From an optimization exercise on the open Yosys and OpenROAD flow, aimed at small area and a short achievable clock period; shortcuts taken in it are not production practice. RTL that was checked went through simulation tests only; none was proved equivalent to the original. Only the layout flow was run in runs 1 and 3; the RTL was not checked for function there. Power is estimated from default activity; no workload was simulated.

==> flow/design.v, too long to show whole: its modules and the start of the top module <==
// module alu_shamt: 204 lines
// module alu_mul16: 1114 lines
// module alu_top: 240 lines
module alu_top (
    input  logic                      clk,
    input  logic                      reset,
    input  logic                      ce,
    input  logic                      execute,
    input  logic [4:0]                operation,
    input  logic [16-1:0]    ta,
    input  logic [16-1:0]    tb,
    input  logic                      wide,
    input  logic [5:0]                flags_in,
    output logic [32-1:0]    result,
    output logic [5:0]                flags,
    output logic                      done
);
  // ...
==> flow/flow/run.sh <==
#!/bin/bash
# The standard layout (standard.sh) with two changes:
# - synthesis runs Yosys's synth with -noabc (SYNTH_ARGS), so the full adders
#   are extracted from the design's own gates rather than from ABC's first
#   mapping, which leaves them in mixed polarity with inverters in between;
#   the registers, their names and cells are those of the standard synthesis
# - buffer_ports makes the port buffers from buf_2 cells instead of the slow
#   delay-buffer cell it picks by itself
# The make output goes to make_finish.log here; ORFS keeps each step's log
# under orfs/logs/.
set -euo pipefail
bash standard.sh "SYNTH_ARGS=-noabc" \
    "BUFFER_PORTS_ARGS=-buffer_cell sky130_fd_sc_hd__buf_2" finish > make_finish.log 2>&1
==> flow/standard.sh <==
#!/bin/bash
# synth_recipe.tcl (not shown) runs the flow's synth.tcl, then flattens the netlist and writes it again
# the make line also repeats each setting of config.mk as NAME=value (left out here)
make -C /OpenROAD-flow-scripts/flow DESIGN_CONFIG=/design/flow/config.mk WORK_HOME=/design/flow/orfs CLKGATE_MAP_FILE= SYNTH_SCRIPT=/design/flow/synth_recipe.tcl "${@:-finish}"
==> flow/config.mk <==
export PLATFORM = sky130hd
export DESIGN_NAME = alu_top
export DESIGN_NICKNAME = alu_top
export VERILOG_FILES = /design/flow/design.v
export SDC_FILE = /design/flow/constraint.sdc
export NUM_CORES = 4
export LEC_CHECK = 0
export ABC_AREA = 1
export CAP_MARGIN = 20
export CORE_MARGIN = 2
export CORE_UTILIZATION = 40
export SLEW_MARGIN = 20
==> flow/constraint.sdc <==
create_clock -name core_clock -period 11.0 [get_ports {clk}]
set_input_delay 2.2000 -clock core_clock [delete_from_list [all_inputs] [get_ports {clk}]]
set_output_delay 2.2000 -clock core_clock [all_outputs]
set_load 0.01 [all_outputs]
==> impl_metrics.toml, run 1 <==
[outcome]
status = "no timing/DRC/antenna violations"

[worst_hold_path]
min_from = "result[3]"
whs_path_depth = 2

[power_and_ir_drop]
powerSeq_w = 0.000157
vdd_drop_max_mv = 0.149
comb_power_share_pct = 87.0

[final_layout]
antenna_cells = 0
seqCellArea_um2 = 781
seq_cells = 39
largest_class = "multi-input combinational cells"

[sta]
setup_ws_ps = 491
setup_viol = 0
clock_skew_ps = 0
drv_slew = 0

[logic_synthesis]
synthCells = 1823
synth_nets = 2068
synth_mux_area_share_pct = 0
avgSynthCellArea_um2 = 7.16
ys_ff_latch = 39
ys_types = 65

[floorplanning]
start_util_pct = 40.3
io_pins = 87

[critical_path]
crit_slowest_cell = "fa_1"
ff2ff_path_depth = 1
cp.depth = 43

[clock_network]
cts-root-buf = "clkbuf_16"
h-tree-depth = 2

[placement]
dpl_cell_area_mm2 = 0.0149
hpwlAfterDp_um = 50100

[route]
wl_met2_um = 26900
==> inputs of run 2 (changes only) <==
--- a/flow/design.v
+++ b/flow/design.v
@@ -1261,17 +1261,16 @@
     assign c489 = (pp185 & c425) | (pp185 & pp168) | (c425 & pp168);
     logic [31:0] r0, r1;
     assign r0 = {s488, s486, s484, s482, s480, s478, s476, s474, s472, s470, s468, s466, s464, s462, s460, s458, s456, s454, s452, s450, s448, s446, s444, s442, s440, s438, s436, s434, s432, s430, s428, s366};
     assign r1 = {c487, c485, c483, c481, c479, c477, c475, c473, c471, c469, c467, c465, c463, c461, c459, c457, c455, c453, c451, c449, c447, c445, c443, c441, c439, c437, c435, c433, c431, c429, c427, s426};
     logic [31:0] pg, gg, cc;
     assign pg = r0 ^ r1;
     assign gg = r0 & r1;
     logic fg1; assign fg1 = gg[1] | (pg[1] & gg[0]);
-    logic fp1; assign fp1 = pg[1] & pg[0];
     logic fg2; assign fg2 = gg[3] | (pg[3] & gg[2]);
     logic fp2; assign fp2 = pg[3] & pg[2];
     logic fg3; assign fg3 = gg[5] | (pg[5] & gg[4]);
     logic fp3; assign fp3 = pg[5] & pg[4];
     logic fg4; assign fg4 = gg[7] | (pg[7] & gg[6]);
     logic fp4; assign fp4 = pg[7] & pg[6];
     logic fg5; assign fg5 = gg[9] | (pg[9] & gg[8]);
     logic fp5; assign fp5 = pg[9] & pg[8];
@@ -1292,99 +1291,115 @@
     logic fg13; assign fg13 = gg[25] | (pg[25] & gg[24]);
     logic fp13; assign fp13 = pg[25] & pg[24];
     logic fg14; assign fg14 = gg[27] | (pg[27] & gg[26]);
     logic fp14; assign fp14 = pg[27] & pg[26];
     logic fg15; assign fg15 = gg[29] | (pg[29] & gg[28]);
     logic fp15; assign fp15 = pg[29] & pg[28];
     logic fg16; assign fg16 = gg[31] | (pg[31] & gg[30]);
     logic fp16; assign fp16 = pg[31] & pg[30];
-    logic fg17; assign fg17 = fg2 | (fp2 & fg1);
-    logic fp17; assign fp17 = fp2 & fp1;
-    logic fg18; assign fg18 = fg4 | (fp4 & fg3);
-    logic fp18; assign fp18 = fp4 & fp3;
-    logic fg19; assign fg19 = fg6 | (fp6 & fg5);
-    logic fp19; assign fp19 = fp6 & fp5;
-    logic fg20; assign fg20 = fg8 | (fp8 & fg7);
-    logic fp20; assign fp20 = fp8 & fp7;
-    logic fg21; assign fg21 = fg10 | (fp10 & fg9);
-    logic fp21; assign fp21 = fp10 & fp9;
-    logic fg22; assign fg22 = fg12 | (fp12 & fg11);
-    logic fp22; assign fp22 = fp12 & fp11;
-    logic fg23; assign fg23 = fg14 | (fp14 & fg13);
-    logic fp23; assign fp23 = fp14 & fp13;
-    logic fg24; assign fg24 = fg16 | (fp16 & fg15);
-    logic fp24; assign fp24 = fp16 & fp15;
-    logic fg25; assign fg25 = fg18 | (fp18 & fg17);
-    logic fp25; assign fp25 = fp18 & fp17;
-    logic fg26; assign fg26 = fg20 | (fp20 & fg19);
-    logic fp26; assign fp26 = fp20 & fp19;
-    logic fg27; assign fg27 = fg22 | (fp22 & fg21);
-    logic fp27; assign fp27 = fp22 & fp21;
-    logic fg28; assign fg28 = fg24 | (fp24 & fg23);
-    logic fp28; assign fp28 = fp24 & fp23;
-    logic fg29; assign fg29 = fg26 | (fp26 & fg25);
-    logic fp29; assign fp29 = fp26 & fp25;
-    logic fg30; assign fg30 = fg28 | (fp28 & fg27);
-    logic fp30; assign fp30 = fp28 & fp27;
-    logic fg31; assign fg31 = fg30 | (fp30 & fg29);
-    logic fp31; assign fp31 = fp30 & fp29;
-    logic fg32; assign fg32 = fg27 | (fp27 & fg29);
-    logic fp32; assign fp32 = fp27 & fp29;
-    logic fg33; assign fg33 = fg19 | (fp19 & fg25);
-    logic fp33; assign fp33 = fp19 & fp25;
-    logic fg34; assign fg34 = fg21 | (fp21 & fg29);
-    logic fp34; assign fp34 = fp21 & fp29;
-    logic fg35; assign fg35 = fg23 | (fp23 & fg32);
-    logic fp35; assign fp35 = fp23 & fp32;
-    logic fg36; assign fg36 = fg3 | (fp3 & fg17);
-    logic fp36; assign fp36 = fp3 & fp17;
-    logic fg37; assign fg37 = fg5 | (fp5 & fg25);
-    logic fp37; assign fp37 = fp5 & fp25;
-    logic fg38; assign fg38 = fg7 | (fp7 & fg33);
-    logic fp38; assign fp38 = fp7 & fp33;
-    logic fg39; assign fg39 = fg9 | (fp9 & fg29);
-    logic fp39; assign fp39 = fp9 & fp29;
-    logic fg40; assign fg40 = fg11 | (fp11 & fg34);
-    logic fp40; assign fp40 = fp11 & fp34;
-    logic fg41; assign fg41 = fg13 | (fp13 & fg32);
-    logic fp41; assign fp41 = fp13 & fp32;
-    logic fg42; assign fg42 = fg15 | (fp15 & fg35);
-    logic fp42; assign fp42 = fp15 & fp35;
-    logic fg43; assign fg43 = gg[2] | (pg[2] & fg1);
-    logic fp43; assign fp43 = pg[2] & fp1;
-    logic fg44; assign fg44 = gg[4] | (pg[4] & fg17);
-    logic fp44; assign fp44 = pg[4] & fp17;
-    logic fg45; assign fg45 = gg[6] | (pg[6] & fg36);
-    logic fp45; assign fp45 = pg[6] & fp36;
-    logic fg46; assign fg46 = gg[8] | (pg[8] & fg25);
-    logic fp46; assign fp46 = pg[8] & fp25;
-    logic fg47; assign fg47 = gg[10] | (pg[10] & fg37);
-    logic fp47; assign fp47 = pg[10] & fp37;
-    logic fg48; assign fg48 = gg[12] | (pg[12] & fg33);
-    logic fp48; assign fp48 = pg[12] & fp33;
-    logic fg49; assign fg49 = gg[14] | (pg[14] & fg38);
-    logic fp49; assign fp49 = pg[14] & fp38;
-    logic fg50; assign fg50 = gg[16] | (pg[16] & fg29);
-    logic fp50; assign fp50 = pg[16] & fp29;
-    logic fg51; assign fg51 = gg[18] | (pg[18] & fg39);
-    logic fp51; assign fp51 = pg[18] & fp39;
-    logic fg52; assign fg52 = gg[20] | (pg[20] & fg34);
-    logic fp52; assign fp52 = pg[20] & fp34;
-    logic fg53; assign fg53 = gg[22] | (pg[22] & fg40);
-    logic fp53; assign fp53 = pg[22] & fp40;
-    logic fg54; assign fg54 = gg[24] | (pg[24] & fg32);
-    logic fp54; assign fp54 = pg[24] & fp32;
-    logic fg55; assign fg55 = gg[26] | (pg[26] & fg41);
-    logic fp55; assign fp55 = pg[26] & fp41;
-    logic fg56; assign fg56 = gg[28] | (pg[28] & fg35);
-    logic fp56; assign fp56 = pg[28] & fp35;
-    logic fg57; assign fg57 = gg[30] | (pg[30] & fg42);
-    logic fp57; assign fp57 = pg[30] & fp42;
-    assign cc = {fg57, fg42, fg56, fg35, fg55, fg41, fg54, fg32, fg53, fg40, fg52, fg34, fg51, fg39, fg50, fg29, fg49, fg38, fg48, fg33, fg47, fg37, fg46, fg25, fg45, fg36, fg44, fg17, fg43, fg1, gg[0], 1'b0};
+    logic fg17; assign fg17 = gg[2] | (pg[2] & fg1);
+    logic fg18; assign fg18 = fg2 | (fp2 & fg1);
+    logic fg19; assign fg19 = gg[6] | (pg[6] & fg3);
+    logic fp19; assign fp19 = pg[6] & fp3;
+    logic fg20; assign fg20 = fg4 | (fp4 & fg3);
+    logic fp20; assign fp20 = fp4 & fp3;
+    logic fg21; assign fg21 = gg[10] | (pg[10] & fg5);
+    logic fp21; assign fp21 = pg[10] & fp5;
+    logic fg22; assign fg22 = fg6 | (fp6 & fg5);
+    logic fp22; assign fp22 = fp6 & fp5;
+    logic fg23; assign fg23 = gg[14] | (pg[14] & fg7);
+    logic fp23; assign fp23 = pg[14] & fp7;
+    logic fg24; assign fg24 = fg8 | (fp8 & fg7);
+    logic fp24; assign fp24 = fp8 & fp7;
+    logic fg25; assign fg25 = gg[18] | (pg[18] & fg9);
+    logic fp25; assign fp25 = pg[18] & fp9;
+    logic fg26; assign fg26 = fg10 | (fp10 & fg9);
+    logic fp26; assign fp26 = fp10 & fp9;
+    logic fg27; assign fg27 = gg[22] | (pg[22] & fg11);
+    logic fp27; assign fp27 = pg[22] & fp11;
+    logic fg28; assign fg28 = fg12 | (fp12 & fg11);
+    logic fp28; assign fp28 = fp12 & fp11;
+    logic fg29; assign fg29 = gg[26] | (pg[26] & fg13);
+    logic fp29; assign fp29 = pg[26] & fp13;
+    logic fg30; assign fg30 = fg14 | (fp14 & fg13);
+    logic fp30; assign fp30 = fp14 & fp13;
+    logic fg31; assign fg31 = gg[30] | (pg[30] & fg15);
+    logic fp31; assign fp31 = pg[30] & fp15;
+    logic fg32; assign fg32 = fg16 | (fp16 & fg15);
+    logic fp32; assign fp32 = fp16 & fp15;
+    logic fg33; assign fg33 = gg[4] | (pg[4] & fg18);
+    logic fg34; assign fg34 = fg3 | (fp3 & fg18);
+    logic fg35; assign fg35 = fg19 | (fp19 & fg18);
+    logic fg36; assign fg36 = fg20 | (fp20 & fg18);
+    logic fg37; assign fg37 = gg[12] | (pg[12] & fg22);
+    logic fp37; assign fp37 = pg[12] & fp22;
+    logic fg38; assign fg38 = fg7 | (fp7 & fg22);
+    logic fp38; assign fp38 = fp7 & fp22;
+    logic fg39; assign fg39 = fg23 | (fp23 & fg22);
+    logic fp39; assign fp39 = fp23 & fp22;
+    logic fg40; assign fg40 = fg24 | (fp24 & fg22);
+    logic fp40; assign fp40 = fp24 & fp22;
+    logic fg41; assign fg41 = gg[20] | (pg[20] & fg26);
+    logic fp41; assign fp41 = pg[20] & fp26;
+    logic fg42; assign fg42 = fg11 | (fp11 & fg26);
+    logic fp42; assign fp42 = fp11 & fp26;
+    logic fg43; assign fg43 = fg27 | (fp27 & fg26);
+    logic fp43; assign fp43 = fp27 & fp26;
+    logic fg44; assign fg44 = fg28 | (fp28 & fg26);
+    logic fp44; assign fp44 = fp28 & fp26;
+    logic fg45; assign fg45 = gg[28] | (pg[28] & fg30);
+    logic fp45; assign fp45 = pg[28] & fp30;
+    logic fg46; assign fg46 = fg15 | (fp15 & fg30);
+    logic fp46; assign fp46 = fp15 & fp30;
+    logic fg47; assign fg47 = fg31 | (fp31 & fg30);
+    logic fp47; assign fp47 = fp31 & fp30;
+    logic fg48; assign fg48 = fg32 | (fp32 & fg30);
+    logic fp48; assign fp48 = fp32 & fp30;
+    logic fg49; assign fg49 = gg[8] | (pg[8] & fg36);
+    logic fg50; assign fg50 = fg5 | (fp5 & fg36);
+    logic fg51; assign fg51 = fg21 | (fp21 & fg36);
+    logic fg52; assign fg52 = fg22 | (fp22 & fg36);
+    logic fg53; assign fg53 = fg37 | (fp37 & fg36);
+    logic fg54; assign fg54 = fg38 | (fp38 & fg36);
+    logic fg55; assign fg55 = fg39 | (fp39 & fg36);
+    logic fg56; assign fg56 = fg40 | (fp40 & fg36);
+    logic fg57; assign fg57 = gg[24] | (pg[24] & fg44);
+    logic fp57; assign fp57 = pg[24] & fp44;
+    logic fg58; assign fg58 = fg13 | (fp13 & fg44);
+    logic fp58; assign fp58 = fp13 & fp44;
+    logic fg59; assign fg59 = fg29 | (fp29 & fg44);
+    logic fp59; assign fp59 = fp29 & fp44;
+    logic fg60; assign fg60 = fg30 | (fp30 & fg44);
+    logic fp60; assign fp60 = fp30 & fp44;
+    logic fg61; assign fg61 = fg45 | (fp45 & fg44);
+    logic fp61; assign fp61 = fp45 & fp44;
+    logic fg62; assign fg62 = fg46 | (fp46 & fg44);
+    logic fp62; assign fp62 = fp46 & fp44;
+    logic fg63; assign fg63 = fg47 | (fp47 & fg44);
+    logic fp63; assign fp63 = fp47 & fp44;
+    logic fg64; assign fg64 = fg48 | (fp48 & fg44);
+    logic fp64; assign fp64 = fp48 & fp44;
+    logic fg65; assign fg65 = gg[16] | (pg[16] & fg56);
+    logic fg66; assign fg66 = fg9 | (fp9 & fg56);
+    logic fg67; assign fg67 = fg25 | (fp25 & fg56);
+    logic fg68; assign fg68 = fg26 | (fp26 & fg56);
+    logic fg69; assign fg69 = fg41 | (fp41 & fg56);
+    logic fg70; assign fg70 = fg42 | (fp42 & fg56);
+    logic fg71; assign fg71 = fg43 | (fp43 & fg56);
+    logic fg72; assign fg72 = fg44 | (fp44 & fg56);
+    logic fg73; assign fg73 = fg57 | (fp57 & fg56);
+    logic fg74; assign fg74 = fg58 | (fp58 & fg56);
+    logic fg75; assign fg75 = fg59 | (fp59 & fg56);
+    logic fg76; assign fg76 = fg60 | (fp60 & fg56);
+    logic fg77; assign fg77 = fg61 | (fp61 & fg56);
+    logic fg78; assign fg78 = fg62 | (fp62 & fg56);
+    logic fg79; assign fg79 = fg63 | (fp63 & fg56);
+    logic fg80; assign fg80 = fg64 | (fp64 & fg56);
+    assign cc = {fg79, fg78, fg77, fg76, fg75, fg74, fg73, fg72, fg71, fg70, fg69, fg68, fg67, fg66, fg65, fg56, fg55, fg54, fg53, fg52, fg51, fg50, fg49, fg36, fg35, fg34, fg33, fg18, fg17, fg1, gg[0], 1'b0};
     assign p = pg ^ cc;
 endmodule
 `timescale 1ns/100ps
 `timescale 1ns/100ps
 module alu_top (
     input  logic                      clk,
     input  logic                      reset,
     input  logic                      ce,
==> run 2 against run 1 <==
Global-route usage decreased by 0.25 points. Largest cell class unchanged. Flip-flop and latch count did not move. Routed wire length grew 0.46%. Worst setup slack better by 110 ps. First-iteration DRC count fell by 13%. Still clean on timing, DRC and antenna. Worst hold slack better by 3.2 ps. Count of clock-buffer cells in the layout did not move.
==> impl_metrics.toml, run 2 <==
[final_layout]
drive_gt1_share_pct = 13.9
fillers = 3536
most-common-layout-cells = "nand2_1, inv_1, xor2_1"
mostFrequentLayoutCell = "nand2_1"
largest_reg_flops = 32
area_growth_pct = 9.04
multiInputGateArea_mm2 = 0.0112
nets = 2252
top_regs = "result x32, flags x6, done x1"
top_register = "result"
fin_cells = 2462
seqCellArea_um2 = 781

[sta]
rsz0062_at_grt = "false"
setup_viol = 0
maxSlewHeadroom_pct = 33.0
min_period_over_period_pct = 94.5
drv_slew = 0
worstMarginPinSlew_ps = 998
clock_skew_ps = 0
period_minus_slack_ps = 10400
fmax_ghz = 0.0962
setup_tns_ps = 0
hold_viol_final = 0

[critical_path]
path_class = "in2reg"
crit_required_ps = 11140
crit_slowest_cell = "o211ai_2"
end_kind = "flop"
cpPeakStageDelay_ps = 620
critPathBufInv = 7
critical_path.max_fanout = 22
critPathTopFamily = "adder cells"
start_kind = "input port"
crit_top_cell = "nand2_1"
arrival_ps = 10540
rrSetupSlack_ps = 10320

[route]
first_iter_violations = 1489
vias_per_cell = 6.13
wl_um = 62100
first_pass_iters = 6
ant_nets = 0
num_vias = 15099
drc = 0
wire_per_inst_um = 25.2

[floorplanning]
start_util_pct = 40.7
rows = 66
die_area_mm2 = 0.0346
die_y_um = 186
io_pins = 87
core-area_mm2 = 0.0325
dieWidth_um = 186

[flow_run]
maxCapViolations = 0

[power_and_ir_drop]
internal_power_w = 0.000853
sw_frac_of_total_pct = 59.7
p_per_area_mw_per_mm2 = 147
p_switching_w = 0.00127
leakage_nw = 7.62
p_seq_share_pct = 7.4
clkPwrFrac_pct = 6.6
comb_power_share_pct = 86.0
vdd_drop_max_mv = 0.155

[grt]
grt_usage_pct = 36.0
grt_busiest_layer = "met2"
grt_max_degree = 44
grt_use_met1_pct = 45.4
first_global_vias = 14838
grt_antenna_before_repair = 1
met3_usage_pct = 5.69
grt_pass1_wl_um = 92400
gr-usage-met2_pct = 58.4
grt.overflow.total = 0

[placement]
gp_congestion = 1.08
hpwlAfterDp_um = 50100
io_buffers = 86
dp_cells = 2452

[outcome]
status = "no timing/DRC/antenna violations"

[logic_synthesis]
synth_nets = 2187
netlist_top_cells_count = "nand2_1, inv_1, xor2_1, o22ai_1, nor2_1"
synth_area_leaders = "fa_1, nand2_1, xor2_1"
ys_ff_latch = 39
synthCells = 1952
synth_edf_count = 0
yosysWarnings = 1
yosysTopAreaCell = "fa_1"
ys_types = 63
yosysSeqAreaShare_pct = 5.90
synth_ff_type = "dfxtp_1"
synthArstFlopShare_pct = 0
synth.most_common_cell = "nand2_1"
netlist.area_leader.share_pct = 19.4
netlist_area_mm2 = 0.0132
avgSynthCellArea_um2 = 6.78

[clock_network]
cts-root-buf = "clkbuf_16"
cts_tree = "yes"
cts_buffer_depth = 2
cts_hold_buf = 0
clock-sinks = 39
h-tree-depth = 2
cts-resized-gates = 0
clock_latency_ps = 280
clk_transition_reported_paths_ps = 60
numCtsBuffers = 5
post_cts_buffers = 0

[worst_hold_path]
hold_class = "reg2reg"
==> run 2: layer usage <==
layer  part of all wire, %  wire length (um)  vias to the layer above
li1                      -                 -                     6733
met1                    40             24600                     7279
met2                    45             28000                      875
met3                   8.3              5140                      212
met4                   7.0              4350                        0
met5                     0                 0                        -
==> run 2: power by group through the flow <==
stage / Clock [W] / Combinational, W / Sequential [W]
2_1_floorplan: 0 / 0.00114 / 0.000164
3_3_place_gp: 0 / 0.00176 / 0.000159
3_5_place_dp: 0 / 0.00178 / 0.000159
4_1_cts: 0.000142 / 0.00179 / 0.000157
5_1_grt: 0.000148 / 0.00200 / 0.000158
6_report: 0.000140 / 0.00182 / 0.000157
==> run 2: through the flow <==
stage          area [um^2]  util, %  power, W  hold slack (ps)  setup WS [ps]
4_1_cts              14400     44.3   0.00208              464            547
5_1_grt              14400     44.3   0.00230              480           83.7
3_5_place_dp         14300     43.9   0.00194              455            279
6_report             14400     44.4   0.00212              463            603
2_1_floorplan        13200        -   0.00130              490           1820
3_3_place_gp         14300     43.9   0.00192              453            144
==> run 2: worst min-delay path, stage by stage, from the launching register on <==
cell	delay, ps
dfxtp_1	300
nand2_1	60
a21oi_1	50
==> run 2: path summary, 6_finish.rpt <==
check                           cells past startpoint         end         start
worst max-delay path                               41    flags[4]  operation[3]
worst min register to register                      2  result[28]    result[28]
worst max register to register                      2   result[1]     result[1]
worst min-delay path                                2  result[28]    result[28]
==> run 2: kinds of logic after synthesis <==
group | Yosys count | share of synthesized area, %
AND/OR/NAND/NOR | 785 | 26.4
adder cells (fa/ha/maj) | 187 | 24.9
AO/OA/AOI/OAI | 470 | 22.4
flip-flops | 39 | 5.90
buffers and inverters | 310 | 9.77
XOR/XNOR | 161 | 10.7
==> run 2: final cells by class <==
class                   instances  share of cell area [%]
inverters                     205                    5.35
repair buffers                163                    6.99
clock buffers                   7                   0.919
flip-flops and latches         39                    5.41
clock inverters                 1                  0.0347
diodes                          2                  0.0347
multi-input cells            1603                    77.4
well taps                     442                    3.83
==> module alu_shamt, before the edit <==
module alu_shamt (
    input  logic        wide,
    input  logic [4:0]  cnt,
    input  logic        k_shl,
    input  logic        k_shr,
    input  logic        k_rol,
    input  logic        k_ror,
    input  logic        k_rolc,
    input  logic        k_rorc,
    output logic [15:0] oh
);
    logic [3:0] lo, hi;
    logic [15:0] e;
    logic [31:0] e5;
    logic [7:0] e3;
    assign lo = 4'd1 << cnt[1:0];
    assign hi = 4'd1 << cnt[3:2];
    assign e[0] = lo[0] & hi[0];
    assign e[1] = lo[1] & hi[0];
    assign e[2] = lo[2] & hi[0];
    assign e[3] = lo[3] & hi[0];
    assign e[4] = lo[0] & hi[1];
    assign e[5] = lo[1] & hi[1];
    assign e[6] = lo[2] & hi[1];
    assign e[7] = lo[3] & hi[1];
    assign e[8] = lo[0] & hi[2];
    assign e[9] = lo[1] & hi[2];
    assign e[10] = lo[2] & hi[2];
    assign e[11] = lo[3] & hi[2];
    assign e[12] = lo[0] & hi[3];
    assign e[13] = lo[1] & hi[3];
    assign e[14] = lo[2] & hi[3];
    assign e[15] = lo[3] & hi[3];
    assign e5[0] = e[0] & ~cnt[4];
    assign e5[1] = e[1] & ~cnt[4];
    assign e5[2] = e[2] & ~cnt[4];
    assign e5[3] = e[3] & ~cnt[4];
    assign e5[4] = e[4] & ~cnt[4];
    assign e5[5] = e[5] & ~cnt[4];
    assign e5[6] = e[6] & ~cnt[4];
    assign e5[7] = e[7] & ~cnt[4];
    assign e5[8] = e[8] & ~cnt[4];
    assign e5[9] = e[9] & ~cnt[4];
    assign e5[10] = e[10] & ~cnt[4];
    assign e5[11] = e[11] & ~cnt[4];
    assign e5[12] = e[12] & ~cnt[4];
    assign e5[13] = e[13] & ~cnt[4];
    assign e5[14] = e[14] & ~cnt[4];
    assign e5[15] = e[15] & ~cnt[4];
    assign e5[16] = e[0] & cnt[4];
    assign e5[17] = e[1] & cnt[4];
    assign e5[18] = e[2] & cnt[4];
    assign e5[19] = e[3] & cnt[4];
    assign e5[20] = e[4] & cnt[4];
    assign e5[21] = e[5] & cnt[4];
    assign e5[22] = e[6] & cnt[4];
    assign e5[23] = e[7] & cnt[4];
    assign e5[24] = e[8] & cnt[4];
    assign e5[25] = e[9] & cnt[4];
    assign e5[26] = e[10] & cnt[4];
    assign e5[27] = e[11] & cnt[4];
    assign e5[28] = e[12] & cnt[4];
    assign e5[29] = e[13] & cnt[4];
    assign e5[30] = e[14] & cnt[4];
    assign e5[31] = e[15] & cnt[4];
    assign e3[0] = e[0] | e[8];
    assign e3[1] = e[1] | e[9];
    assign e3[2] = e[2] | e[10];
    assign e3[3] = e[3] | e[11];
    assign e3[4] = e[4] | e[12];
    assign e3[5] = e[5] | e[13];
    assign e3[6] = e[6] | e[14];
    assign e3[7] = e[7] | e[15];
    assign oh[0] = (k_shl & e[0])
                   | (k_shr & (cnt[4] | e5[0]))
                   | (k_rol & wide & e[0])
                   | (k_ror & wide & e[0])
                   | (k_rolc & ~wide & (e5[0] | e5[9] | e5[18] | e5[27]))
                   | (k_rolc & wide & (e[1] | e5[0] | e5[18]))
                   | (k_rorc & ~wide & (e5[0] | e5[9] | e5[18] | e5[27]))
                   | (k_rorc & wide & (e[0] | e5[17]));
    assign oh[1] = (k_shl & e[1])
                   | (k_shr & e5[15])
                   | (k_rol & wide & e[1])
                   | (k_ror & wide & e[15])
                   | (k_rolc & wide & (e5[2] | e5[19]))
                   | (k_rorc & wide & e5[15]);
    assign oh[2] = (k_shl & e[2])
                   | (k_shr & e5[14])
                   | (k_rol & wide & e[2])
                   | (k_ror & wide & e[14])
                   | (k_rolc & wide & (e5[3] | e5[20]))
                   | (k_rorc & wide & (e5[14] | e5[31]));
    assign oh[3] = (k_shl & e[3])
                   | (k_shr & e5[13])
                   | (k_rol & wide & e[3])
                   | (k_ror & wide & e[13])
                   | (k_rolc & wide & (e5[4] | e5[21]))
                   | (k_rorc & wide & (e5[13] | e5[30]));
    assign oh[4] = (k_shl & e[4])
                   | (k_shr & e5[12])
                   | (k_rol & wide & e[4])
                   | (k_ror & wide & e[12])
                   | (k_rolc & wide & (e5[5] | e5[22]))
                   | (k_rorc & wide & (e5[12] | e5[29]));
    assign oh[5] = (k_shl & e[5])
                   | (k_shr & e5[11])
                   | (k_rol & wide & e[5])
                   | (k_ror & wide & e[11])
                   | (k_rolc & wide & (e5[6] | e5[23]))
                   | (k_rorc & wide & (e5[11] | e5[28]));
    assign oh[6] = (k_shl & e[6])
                   | (k_shr & e5[10])
                   | (k_rol & wide & e[6])
                   | (k_ror & wide & e[10])
                   | (k_rolc & wide & (e5[7] | e5[24]))
                   | (k_rorc & wide & (e5[10] | e5[27]));
    assign oh[7] = (k_shl & e[7])
                   | (k_shr & e5[9])
                   | (k_rol & wide & e[7])
                   | (k_ror & wide & e[9])
                   | (k_rolc & wide & (e5[8] | e5[25]))
                   | (k_rorc & wide & (e5[9] | e5[26]));
    assign oh[8] = (k_shl & e[8])
                   | (k_shr & e5[8])
                   | (k_rol & ~wide & e3[0])
                   | (k_rol & wide & e[8])
                   | (k_ror & ~wide & e3[0])
                   | (k_ror & wide & e[8])
                   | (k_rolc & ~wide & (e5[1] | e5[10] | e5[19] | e5[28]))
                   | (k_rolc & wide & (e5[9] | e5[26]))
                   | (k_rorc & ~wide & (e5[8] | e5[17] | e5[26]))
                   | (k_rorc & wide & (e5[8] | e5[25]));
    assign oh[9] = (k_shl & e[9])
                   | (k_shr & e5[7])
                   | (k_rol & ~wide & e3[1])
                   | (k_rol & wide & e[9])
                   | (k_ror & ~wide & e3[7])
                   | (k_ror & wide & e[7])
                   | (k_rolc & ~wide & (e5[2] | e5[11] | e5[20] | e5[29]))
                   | (k_rolc & wide & (e5[10] | e5[27]))
                   | (k_rorc & ~wide & (e5[7] | e5[16] | e5[25]))
                   | (k_rorc & wide & (e5[7] | e5[24]));
    assign oh[10] = (k_shl & e[10])
                   | (k_shr & e5[6])
                   | (k_rol & ~wide & e3[2])
                   | (k_rol & wide & e[10])
                   | (k_ror & ~wide & e3[6])
                   | (k_ror & wide & e[6])
                   | (k_rolc & ~wide & (e5[3] | e5[12] | e5[21] | e5[30]))
                   | (k_rolc & wide & (e5[11] | e5[28]))
                   | (k_rorc & ~wide & (e5[6] | e5[15] | e5[24]))
                   | (k_rorc & wide & (e5[6] | e5[23]));
    assign oh[11] = (k_shl & e[11])
                   | (k_shr & e5[5])
                   | (k_rol & ~wide & e3[3])
                   | (k_rol & wide & e[11])
                   | (k_ror & ~wide & e3[5])
                   | (k_ror & wide & e[5])
                   | (k_rolc & ~wide & (e5[4] | e5[13] | e5[22] | e5[31]))
                   | (k_rolc & wide & (e5[12] | e5[29]))
                   | (k_rorc & ~wide & (e5[5] | e5[14] | e5[23]))
                   | (k_rorc & wide & (e5[5] | e5[22]));
    assign oh[12] = (k_shl & e[12])
                   | (k_shr & e5[4])
                   | (k_rol & ~wide & e3[4])
                   | (k_rol & wide & e[12])
                   | (k_ror & ~wide & e3[4])
                   | (k_ror & wide & e[4])
                   | (k_rolc & ~wide & (e5[5] | e5[14] | e5[23]))
                   | (k_rolc & wide & (e5[13] | e5[30]))
                   | (k_rorc & ~wide & (e5[4] | e5[13] | e5[22] | e5[31]))
                   | (k_rorc & wide & (e5[4] | e5[21]));
    assign oh[13] = (k_shl & e[13])
                   | (k_shr & e5[3])
                   | (k_rol & ~wide & e3[5])
                   | (k_rol & wide & e[13])
                   | (k_ror & ~wide & e3[3])
                   | (k_ror & wide & e[3])
                   | (k_rolc & ~wide & (e5[6] | e5[15] | e5[24]))
                   | (k_rolc & wide & (e5[14] | e5[31]))
                   | (k_rorc & ~wide & (e5[3] | e5[12] | e5[21] | e5[30]))
                   | (k_rorc & wide & (e5[3] | e5[20]));
    assign oh[14] = (k_shl & e[14])
                   | (k_shr & e5[2])
                   | (k_rol & ~wide & e3[6])
                   | (k_rol & wide & e[14])
                   | (k_ror & ~wide & e3[2])
                   | (k_ror & wide & e[2])
                   | (k_rolc & ~wide & (e5[7] | e5[16] | e5[25]))
                   | (k_rolc & wide & e5[15])
                   | (k_rorc & ~wide & (e5[2] | e5[11] | e5[20] | e5[29]))
                   | (k_rorc & wide & (e5[2] | e5[19]));
    assign oh[15] = (k_shl & e[15])
                   | (k_shr & e5[1])
                   | (k_rol & ~wide & e3[7])
                   | (k_rol & wide & e[15])
                   | (k_ror & ~wide & e3[1])
                   | (k_ror & wide & e[1])
                   | (k_rolc & ~wide & (e5[8] | e5[17] | e5[26]))
                   | (k_rolc & wide & e5[16])
                   | (k_rorc & ~wide & (e5[1] | e5[10] | e5[19] | e5[28]))
                   | (k_rorc & wide & (e5[1] | e5[18]));
endmodule
==> inputs of run 3 (changes only) <==
--- a/flow/design.v
+++ b/flow/design.v
@@ -74,10 +74,13 @@
     input  logic        k_rorc,
     output logic [15:0] oh
 );
-    logic [3:0] lo, hi;
-    logic [15:0] e;
-    logic [31:0] e5;
-    logic [7:0] e3;
+    logic [3:0]  lo, hi;
+    logic [15:0] e;       
+    logic [7:0]  e3;      
+    logic [31:0] e5;      
+    logic [16:0] r17;     
+    logic [8:0]  r9;      
+    logic [15:0] o_shl, o_shr, o_rolw, o_rolb, o_rorw, o_rorb, o_rlcw, o_rlcb, o_rrcw, o_rrcb;
     assign lo = 4'd1 << cnt[1:0];
     assign hi = 4'd1 << cnt[3:2];
     assign e[0] = lo[0] & hi[0];
@@ -96,6 +99,14 @@
     assign e[13] = lo[1] & hi[3];
     assign e[14] = lo[2] & hi[3];
     assign e[15] = lo[3] & hi[3];
+    assign e3[0] = e[0] | e[8];
+    assign e3[1] = e[1] | e[9];
+    assign e3[2] = e[2] | e[10];
+    assign e3[3] = e[3] | e[11];
+    assign e3[4] = e[4] | e[12];
+    assign e3[5] = e[5] | e[13];
+    assign e3[6] = e[6] | e[14];
+    assign e3[7] = e[7] | e[15];
     assign e5[0] = e[0] & ~cnt[4];
     assign e5[1] = e[1] & ~cnt[4];
     assign e5[2] = e[2] & ~cnt[4];
@@ -128,144 +139,197 @@
     assign e5[29] = e[13] & cnt[4];
     assign e5[30] = e[14] & cnt[4];
     assign e5[31] = e[15] & cnt[4];
-    assign e3[0] = e[0] | e[8];
-    assign e3[1] = e[1] | e[9];
-    assign e3[2] = e[2] | e[10];
-    assign e3[3] = e[3] | e[11];
-    assign e3[4] = e[4] | e[12];
-    assign e3[5] = e[5] | e[13];
-    assign e3[6] = e[6] | e[14];
-    assign e3[7] = e[7] | e[15];
-    assign oh[0] = (k_shl & e[0])
-                   | (k_shr & (cnt[4] | e5[0]))
-                   | (k_rol & wide & e[0])
-                   | (k_ror & wide & e[0])
-                   | (k_rolc & ~wide & (e5[0] | e5[9] | e5[18] | e5[27]))
-                   | (k_rolc & wide & (e[1] | e5[0] | e5[18]))
-                   | (k_rorc & ~wide & (e5[0] | e5[9] | e5[18] | e5[27]))
-                   | (k_rorc & wide & (e[0] | e5[17]));
-    assign oh[1] = (k_shl & e[1])
-                   | (k_shr & e5[15])
-                   | (k_rol & wide & e[1])
-                   | (k_ror & wide & e[15])
-                   | (k_rolc & wide & (e5[2] | e5[19]))
-                   | (k_rorc & wide & e5[15]);
-    assign oh[2] = (k_shl & e[2])
-                   | (k_shr & e5[14])
-                   | (k_rol & wide & e[2])
-                   | (k_ror & wide & e[14])
-                   | (k_rolc & wide & (e5[3] | e5[20]))
-                   | (k_rorc & wide & (e5[14] | e5[31]));
-    assign oh[3] = (k_shl & e[3])
-                   | (k_shr & e5[13])
-                   | (k_rol & wide & e[3])
-                   | (k_ror & wide & e[13])
-                   | (k_rolc & wide & (e5[4] | e5[21]))
-                   | (k_rorc & wide & (e5[13] | e5[30]));
-    assign oh[4] = (k_shl & e[4])
-                   | (k_shr & e5[12])
-                   | (k_rol & wide & e[4])
-                   | (k_ror & wide & e[12])
-                   | (k_rolc & wide & (e5[5] | e5[22]))
-                   | (k_rorc & wide & (e5[12] | e5[29]));
-    assign oh[5] = (k_shl & e[5])
-                   | (k_shr & e5[11])
-                   | (k_rol & wide & e[5])
-                   | (k_ror & wide & e[11])
-                   | (k_rolc & wide & (e5[6] | e5[23]))
-                   | (k_rorc & wide & (e5[11] | e5[28]));
-    assign oh[6] = (k_shl & e[6])
-                   | (k_shr & e5[10])
-                   | (k_rol & wide & e[6])
-                   | (k_ror & wide & e[10])
-                   | (k_rolc & wide & (e5[7] | e5[24]))
-                   | (k_rorc & wide & (e5[10] | e5[27]));
-    assign oh[7] = (k_shl & e[7])
-                   | (k_shr & e5[9])
-                   | (k_rol & wide & e[7])
-                   | (k_ror & wide & e[9])
-                   | (k_rolc & wide & (e5[8] | e5[25]))
-                   | (k_rorc & wide & (e5[9] | e5[26]));
-    assign oh[8] = (k_shl & e[8])
-                   | (k_shr & e5[8])
-                   | (k_rol & ~wide & e3[0])
-                   | (k_rol & wide & e[8])
-                   | (k_ror & ~wide & e3[0])
-                   | (k_ror & wide & e[8])
-                   | (k_rolc & ~wide & (e5[1] | e5[10] | e5[19] | e5[28]))
-                   | (k_rolc & wide & (e5[9] | e5[26]))
-                   | (k_rorc & ~wide & (e5[8] | e5[17] | e5[26]))
-                   | (k_rorc & wide & (e5[8] | e5[25]));
-    assign oh[9] = (k_shl & e[9])
-                   | (k_shr & e5[7])
-                   | (k_rol & ~wide & e3[1])
-                   | (k_rol & wide & e[9])
-                   | (k_ror & ~wide & e3[7])
-                   | (k_ror & wide & e[7])
-                   | (k_rolc & ~wide & (e5[2] | e5[11] | e5[20] | e5[29]))
-                   | (k_rolc & wide & (e5[10] | e5[27]))
-                   | (k_rorc & ~wide & (e5[7] | e5[16] | e5[25]))
-                   | (k_rorc & wide & (e5[7] | e5[24]));
-    assign oh[10] = (k_shl & e[10])
-                   | (k_shr & e5[6])
-                   | (k_rol & ~wide & e3[2])
-                   | (k_rol & wide & e[10])
-                   | (k_ror & ~wide & e3[6])
-                   | (k_ror & wide & e[6])
-                   | (k_rolc & ~wide & (e5[3] | e5[12] | e5[21] | e5[30]))
-                   | (k_rolc & wide & (e5[11] | e5[28]))
-                   | (k_rorc & ~wide & (e5[6] | e5[15] | e5[24]))
-                   | (k_rorc & wide & (e5[6] | e5[23]));
-    assign oh[11] = (k_shl & e[11])
-                   | (k_shr & e5[5])
-                   | (k_rol & ~wide & e3[3])
-                   | (k_rol & wide & e[11])
-                   | (k_ror & ~wide & e3[5])
-                   | (k_ror & wide & e[5])
-                   | (k_rolc & ~wide & (e5[4] | e5[13] | e5[22] | e5[31]))
-                   | (k_rolc & wide & (e5[12] | e5[29]))
-                   | (k_rorc & ~wide & (e5[5] | e5[14] | e5[23]))
-                   | (k_rorc & wide & (e5[5] | e5[22]));
-    assign oh[12] = (k_shl & e[12])
-                   | (k_shr & e5[4])
-                   | (k_rol & ~wide & e3[4])
-                   | (k_rol & wide & e[12])
-                   | (k_ror & ~wide & e3[4])
-                   | (k_ror & wide & e[4])
-                   | (k_rolc & ~wide & (e5[5] | e5[14] | e5[23]))
-                   | (k_rolc & wide & (e5[13] | e5[30]))
-                   | (k_rorc & ~wide & (e5[4] | e5[13] | e5[22] | e5[31]))
-                   | (k_rorc & wide & (e5[4] | e5[21]));
-    assign oh[13] = (k_shl & e[13])
-                   | (k_shr & e5[3])
-                   | (k_rol & ~wide & e3[5])
-                   | (k_rol & wide & e[13])
-                   | (k_ror & ~wide & e3[3])
-                   | (k_ror & wide & e[3])
-                   | (k_rolc & ~wide & (e5[6] | e5[15] | e5[24]))
-                   | (k_rolc & wide & (e5[14] | e5[31]))
-                   | (k_rorc & ~wide & (e5[3] | e5[12] | e5[21] | e5[30]))
-                   | (k_rorc & wide & (e5[3] | e5[20]));
-    assign oh[14] = (k_shl & e[14])
-                   | (k_shr & e5[2])
-                   | (k_rol & ~wide & e3[6])
-                   | (k_rol & wide & e[14])
-                   | (k_ror & ~wide & e3[2])
-                   | (k_ror & wide & e[2])
-                   | (k_rolc & ~wide & (e5[7] | e5[16] | e5[25]))
-                   | (k_rolc & wide & e5[15])
-                   | (k_rorc & ~wide & (e5[2] | e5[11] | e5[20] | e5[29]))
-                   | (k_rorc & wide & (e5[2] | e5[19]));
-    assign oh[15] = (k_shl & e[15])
-                   | (k_shr & e5[1])
-                   | (k_rol & ~wide & e3[7])
-                   | (k_rol & wide & e[15])
-                   | (k_ror & ~wide & e3[1])
-                   | (k_ror & wide & e[1])
-                   | (k_rolc & ~wide & (e5[8] | e5[17] | e5[26]))
-                   | (k_rolc & wide & e5[16])
-                   | (k_rorc & ~wide & (e5[1] | e5[10] | e5[19] | e5[28]))
-                   | (k_rorc & wide & (e5[1] | e5[18]));
+    assign r17[0] = e5[0] | e5[17];
+    assign r17[1] = e5[1] | e5[18];
+    assign r17[2] = e5[2] | e5[19];
+    assign r17[3] = e5[3] | e5[20];
+    assign r17[4] = e5[4] | e5[21];
+    assign r17[5] = e5[5] | e5[22];
+    assign r17[6] = e5[6] | e5[23];
+    assign r17[7] = e5[7] | e5[24];
+    assign r17[8] = e5[8] | e5[25];
+    assign r17[9] = e5[9] | e5[26];
+    assign r17[10] = e5[10] | e5[27];
+    assign r17[11] = e5[11] | e5[28];
+    assign r17[12] = e5[12] | e5[29];
+    assign r17[13] = e5[13] | e5[30];
+    assign r17[14] = e5[14] | e5[31];
+    assign r17[15] = e5[15];
+    assign r17[16] = e5[16];
+    assign r9[0] = e5[0] | e5[9] | e5[18] | e5[27];
+    assign r9[1] = e5[1] | e5[10] | e5[19] | e5[28];
+    assign r9[2] = e5[2] | e5[11] | e5[20] | e5[29];
+    assign r9[3] = e5[3] | e5[12] | e5[21] | e5[30];
+    assign r9[4] = e5[4] | e5[13] | e5[22] | e5[31];
+    assign r9[5] = e5[5] | e5[14] | e5[23];
+    assign r9[6] = e5[6] | e5[15] | e5[24];
+    assign r9[7] = e5[7] | e5[16] | e5[25];
+    assign r9[8] = e5[8] | e5[17] | e5[26];
+    assign o_shl[0] = e[0];
+    assign o_shl[1] = e[1];
+    assign o_shl[2] = e[2];
+    assign o_shl[3] = e[3];
+    assign o_shl[4] = e[4];
+    assign o_shl[5] = e[5];
+    assign o_shl[6] = e[6];
+    assign o_shl[7] = e[7];
+    assign o_shl[8] = e[8];
+    assign o_shl[9] = e[9];
+    assign o_shl[10] = e[10];
+    assign o_shl[11] = e[11];
+    assign o_shl[12] = e[12];
+    assign o_shl[13] = e[13];
+    assign o_shl[14] = e[14];
+    assign o_shl[15] = e[15];
+    assign o_shr[0] = cnt[4] | e[0];
+    assign o_shr[1] = ~cnt[4] & e[15];
+    assign o_shr[2] = ~cnt[4] & e[14];
+    assign o_shr[3] = ~cnt[4] & e[13];
+    assign o_shr[4] = ~cnt[4] & e[12];
+    assign o_shr[5] = ~cnt[4] & e[11];
+    assign o_shr[6] = ~cnt[4] & e[10];
+    assign o_shr[7] = ~cnt[4] & e[9];
+    assign o_shr[8] = ~cnt[4] & e[8];
+    assign o_shr[9] = ~cnt[4] & e[7];
+    assign o_shr[10] = ~cnt[4] & e[6];
+    assign o_shr[11] = ~cnt[4] & e[5];
+    assign o_shr[12] = ~cnt[4] & e[4];
+    assign o_shr[13] = ~cnt[4] & e[3];
+    assign o_shr[14] = ~cnt[4] & e[2];
+    assign o_shr[15] = ~cnt[4] & e[1];
+    assign o_rolw[0] = e[0];
+    assign o_rolw[1] = e[1];
+    assign o_rolw[2] = e[2];
+    assign o_rolw[3] = e[3];
+    assign o_rolw[4] = e[4];
+    assign o_rolw[5] = e[5];
+    assign o_rolw[6] = e[6];
+    assign o_rolw[7] = e[7];
+    assign o_rolw[8] = e[8];
+    assign o_rolw[9] = e[9];
+    assign o_rolw[10] = e[10];
+    assign o_rolw[11] = e[11];
+    assign o_rolw[12] = e[12];
+    assign o_rolw[13] = e[13];
+    assign o_rolw[14] = e[14];
+    assign o_rolw[15] = e[15];
+    assign o_rolb[0] = 1'b0;
+    assign o_rolb[1] = 1'b0;
+    assign o_rolb[2] = 1'b0;
+    assign o_rolb[3] = 1'b0;
+    assign o_rolb[4] = 1'b0;
+    assign o_rolb[5] = 1'b0;
+    assign o_rolb[6] = 1'b0;
+    assign o_rolb[7] = 1'b0;
+    assign o_rolb[8] = e3[0];
+    assign o_rolb[9] = e3[1];
+    assign o_rolb[10] = e3[2];
+    assign o_rolb[11] = e3[3];
+    assign o_rolb[12] = e3[4];
+    assign o_rolb[13] = e3[5];
+    assign o_rolb[14] = e3[6];
+    assign o_rolb[15] = e3[7];
+    assign o_rorw[0] = e[0];
+    assign o_rorw[1] = e[15];
+    assign o_rorw[2] = e[14];
+    assign o_rorw[3] = e[13];
+    assign o_rorw[4] = e[12];
+    assign o_rorw[5] = e[11];
+    assign o_rorw[6] = e[10];
+    assign o_rorw[7] = e[9];
+    assign o_rorw[8] = e[8];
+    assign o_rorw[9] = e[7];
+    assign o_rorw[10] = e[6];
+    assign o_rorw[11] = e[5];
+    assign o_rorw[12] = e[4];
+    assign o_rorw[13] = e[3];
+    assign o_rorw[14] = e[2];
+    assign o_rorw[15] = e[1];
+    assign o_rorb[0] = 1'b0;
+    assign o_rorb[1] = 1'b0;
+    assign o_rorb[2] = 1'b0;
+    assign o_rorb[3] = 1'b0;
+    assign o_rorb[4] = 1'b0;
+    assign o_rorb[5] = 1'b0;
+    assign o_rorb[6] = 1'b0;
+    assign o_rorb[7] = 1'b0;
+    assign o_rorb[8] = e3[0];
+    assign o_rorb[9] = e3[7];
+    assign o_rorb[10] = e3[6];
+    assign o_rorb[11] = e3[5];
+    assign o_rorb[12] = e3[4];
+    assign o_rorb[13] = e3[3];
+    assign o_rorb[14] = e3[2];
+    assign o_rorb[15] = e3[1];
+    assign o_rlcw[0] = r17[1] | r17[0];
+    assign o_rlcw[1] = r17[2];
+    assign o_rlcw[2] = r17[3];
+    assign o_rlcw[3] = r17[4];
+    assign o_rlcw[4] = r17[5];
+    assign o_rlcw[5] = r17[6];
+    assign o_rlcw[6] = r17[7];
+    assign o_rlcw[7] = r17[8];
+    assign o_rlcw[8] = r17[9];
+    assign o_rlcw[9] = r17[10];
+    assign o_rlcw[10] = r17[11];
+    assign o_rlcw[11] = r17[12];
+    assign o_rlcw[12] = r17[13];
+    assign o_rlcw[13] = r17[14];
+    assign o_rlcw[14] = r17[15];
+    assign o_rlcw[15] = r17[16];
+    assign o_rrcw[0] = r17[0] | r17[16];
+    assign o_rrcw[1] = r17[15];
+    assign o_rrcw[2] = r17[14];
+    assign o_rrcw[3] = r17[13];
+    assign o_rrcw[4] = r17[12];
+    assign o_rrcw[5] = r17[11];
+    assign o_rrcw[6] = r17[10];
+    assign o_rrcw[7] = r17[9];
+    assign o_rrcw[8] = r17[8];
+    assign o_rrcw[9] = r17[7];
+    assign o_rrcw[10] = r17[6];
+    assign o_rrcw[11] = r17[5];
+    assign o_rrcw[12] = r17[4];
+    assign o_rrcw[13] = r17[3];
+    assign o_rrcw[14] = r17[2];
+    assign o_rrcw[15] = r17[1];
+    assign o_rlcb[0] = r9[0];
+    assign o_rlcb[1] = 1'b0;
+    assign o_rlcb[2] = 1'b0;
+    assign o_rlcb[3] = 1'b0;
+    assign o_rlcb[4] = 1'b0;
+    assign o_rlcb[5] = 1'b0;
+    assign o_rlcb[6] = 1'b0;
+    assign o_rlcb[7] = 1'b0;
+    assign o_rlcb[8] = r9[1];
+    assign o_rlcb[9] = r9[2];
+    assign o_rlcb[10] = r9[3];
+    assign o_rlcb[11] = r9[4];
+    assign o_rlcb[12] = r9[5];
+    assign o_rlcb[13] = r9[6];
+    assign o_rlcb[14] = r9[7];
+    assign o_rlcb[15] = r9[8];
+    assign o_rrcb[0] = r9[0];
+    assign o_rrcb[1] = 1'b0;
+    assign o_rrcb[2] = 1'b0;
+    assign o_rrcb[3] = 1'b0;
+    assign o_rrcb[4] = 1'b0;
+    assign o_rrcb[5] = 1'b0;
+    assign o_rrcb[6] = 1'b0;
+    assign o_rrcb[7] = 1'b0;
+    assign o_rrcb[8] = r9[8];
+    assign o_rrcb[9] = r9[7];
+    assign o_rrcb[10] = r9[6];
+    assign o_rrcb[11] = r9[5];
+    assign o_rrcb[12] = r9[4];
+    assign o_rrcb[13] = r9[3];
+    assign o_rrcb[14] = r9[2];
+    assign o_rrcb[15] = r9[1];
+    assign oh = ({16{k_shl}} & o_shl) | ({16{k_shr}} & o_shr)
+              | ({16{k_rol & wide}} & o_rolw) | ({16{k_rol & ~wide}} & o_rolb)
+              | ({16{k_ror & wide}} & o_rorw) | ({16{k_ror & ~wide}} & o_rorb)
+              | ({16{k_rolc & wide}} & o_rlcw) | ({16{k_rolc & ~wide}} & o_rlcb)
+              | ({16{k_rorc & wide}} & o_rrcw) | ({16{k_rorc & ~wide}} & o_rrcb);
 endmodule
 `timescale 1ns/100ps
 module alu_mul16 (
==> run 3 against run 2 <==
Still clean. Sequential power about the same. Cell count increased by 0.73%. Final area about the same. Critical endpoint unchanged.
==> impl_metrics.toml, run 3 <==
[sta]
maxSlewHeadroom_pct = 24.2
min_period_over_period_pct = 95.2
setup_tns_ps = 0
setup_viol = 0
hold_viol_final = 0
fmax_ghz = 0.0955
drv_slew = 0
rsz0062_at_grt = "false"
hold_ws_ps = 461
period_minus_slack_ps = 10470
clock_skew_ps = 0
worstMarginPinSlew_ps = 1140

[critical_path]
path_class = "in2reg"
start_kind = "input port"
cpPeakStageDelay_ps = 670
end_kind = "flop"
crit_slowest_cell = "o21ai_0"
ff2ff_path_depth = 2
crit_required_ps = 11140
critical_path.max_fanout = 11
crit_top_cell = "fa_1"
arrival_ps = 10610

[final_layout]
mostFrequentLayoutCell = "nand2_1"
fin_cells = 2480
area_growth_pct = 11.1
antenna_cells = 0
top_register = "result"
top_regs = "result x32, flags x6, done x1"
drive_gt1_share_pct = 13.0
nets = 2279
most-common-layout-cells = "nand2_1, inv_1, nor2_1"
largest_reg_flops = 32

[logic_synthesis]
netlist_top_cells_count = "nand2_1, inv_1, nor2_1, xor2_1, o22ai_1"
synth_nets = 2190
synthCells = 1955
netlist.area_leader.share_pct = 19.7
netlist_area_mm2 = 0.0130
synth_edf_count = 0
synthAdderAreaFrac_pct = 25.4
ys_ff_latch = 39
synth_top_family_by_area = "simple AND/OR/NAND/NOR gates"
synth.most_common_cell = "nand2_1"
synth_mux_area_share_pct = 0
synth_area_leaders = "fa_1, nand2_1, xor2_1"
synthSimpleGateAreaFrac_pct = 26.8
yosysWarnings = 1
synth_ff_type = "dfxtp_1"
ys_types = 60
synth_compound_area_share_pct = 20.8
synth-xor-area-share_pct = 10.8
synthArstFlopShare_pct = 0
yosysSeqAreaShare_pct = 6.01
yosysTopAreaCell = "fa_1"
avgSynthCellArea_um2 = 6.64

[power_and_ir_drop]
leakage_nw = 7.80
comb_power_share_pct = 84.9
p_seq_share_pct = 7.4
sw_frac_of_total_pct = 58.6
internal_power_w = 0.000883
p_switching_w = 0.00125
vdd_drop_max_mv = 0.0901
clkPwrFrac_pct = 7.7
p_per_area_mw_per_mm2 = 148

[grt]
grt_max_degree = 44
grt_antenna_before_repair = 1
grt_usage_pct = 36.5
grt.overflow.total = 0
first_global_vias = 14453
grt_pass1_wl_um = 92500

[clock_network]
h-tree-depth = 2
post_cts_buffers = 0
cts_tree = "yes"
cts_buffer_depth = 2
clock-sinks = 39
clk_transition_reported_paths_ps = 60
cts-resized-gates = 0
cts_hold_buf = 0
clock_latency_ps = 280
cts-root-buf = "clkbuf_16"
numCtsBuffers = 5

[route]
num_vias = 14988
ant_nets = 0
drc = 0
first_pass_iters = 8
first_iter_violations = 1949
wl_um = 62200
vias_per_cell = 6.04
wire_per_inst_um = 25.1

[floorplanning]
start_util_pct = 40.8
die_area_mm2 = 0.0339
rows = 65
die_y_um = 184
core-area_mm2 = 0.0318
dieWidth_um = 184
io_pins = 87

[outcome]
status = "no timing/DRC/antenna violations"

[placement]
hpwlAfterDp_um = 51300
gp_congestion = 1.10
dp_cells = 2472
io_buffers = 86

[flow_run]
maxCapViolations = 0

[worst_hold_path]
whs_path_depth = 2
hold_class = "reg2reg"
-- run 3: per-stage QoR --
step | utilization [%] | cell area [um^2] | power, W | worst slack [ps]
after floorplan | - | 13000 | 0.00129 | 1810
after global placement | 44.8 | 14200 | 0.00190 | 419
after detailed placement | 44.8 | 14300 | 0.00192 | 544
after CTS | 45.4 | 14400 | 0.00209 | 780
after global routing | 45.4 | 14400 | 0.00230 | 173
final | 45.4 | 14400 | 0.00213 | 529
-- run 3: final timing paths --
path / startpoint / to / slack [ps]
worst max-delay path: operation[4] / flags[4] / 530
worst min-delay path: result[5] / result[5] / 460
worst max register to register: flags[4] / flags[4] / 10330
worst min register to register: result[5] / result[5] / 460
-- run 3: cells by family after synthesis --
kind of cell             count (synthesis)
AND/OR/NAND/NOR                        813
AO/OA/AOI/OAI                          438
buffers and inverters                  318
adder cells (fa/ha/maj)                187
XOR/XNOR                               160
flip-flops                              39
-- run 3: power by group through the flow --
stage	Clock [W]	Combinational, W	Sequential [W]
after floorplan	0	0.00112	0.000164
after global placement	0	0.00174	0.000160
after detailed placement	0	0.00176	0.000160
after CTS	0.000167	0.00176	0.000157
after global routing	0.000173	0.00197	0.000158
final	0.000165	0.00181	0.000157
-- run 3: final cells by class --
type,instances,area [um^2]
clock buffer,5,125
clock inverter,3,43.8
fill,3421,17400
inverter,212,798
multi-input combinational,1598,10900
sequential,39,781
tap,435,544
timing repair buffer,188,1220
-- run 3: routing by layer --
metal  track usage [%]  vias to the layer above  routed length, um
li1                  -                     6749                  -
met1              51.0                     7190              26500
met2              56.6                      897              26800
met3              4.37                      150               5930
met4              16.0                        2               3060
met5                 0                        -                  9
-- run 3: critical path: cells and delay by family --
family	cells	cell delay [ps]
xor+xnor	4	920
buf+inv	3	310
simple gates	9	2020
fa+ha+maj	7	3060
compound gates	11	2070

[port drivers added, routing unchanged]
No port has a modelled driver above. Below, the same layouts with a new extraction and two added sets of constraints.
Step 1: set_driving_cell puts a clkbuf_16 on clk and a buf_2 on each other input, an assumption about the parent block.
Step 2 times the ports against the registers' clock, not the clock port: input delays grow and output delays shrink by t, the midpoint of the rising clock arrivals with the driver on.
Slacks: ideal ports / drivers / drivers and shift; pairs: ideal ports / drivers.
run	t, ns	setup slack, ns	hold slack, ns
run 1	0.306	0.491 / 0.500 / 0.194	0.460 / 0.460 / 0.460
run 2	0.306	0.603 / 0.602 / 0.295	0.463 / 0.463 / 0.463
run 3	0.319	0.529 / 0.543 / 0.224	0.461 / 0.461 / 0.461
After both steps every run listed still meets setup and hold. For run 2, which loses most, drivers alone change the setup slack by -0.001 ns; drivers and shift together by -0.308 ns.
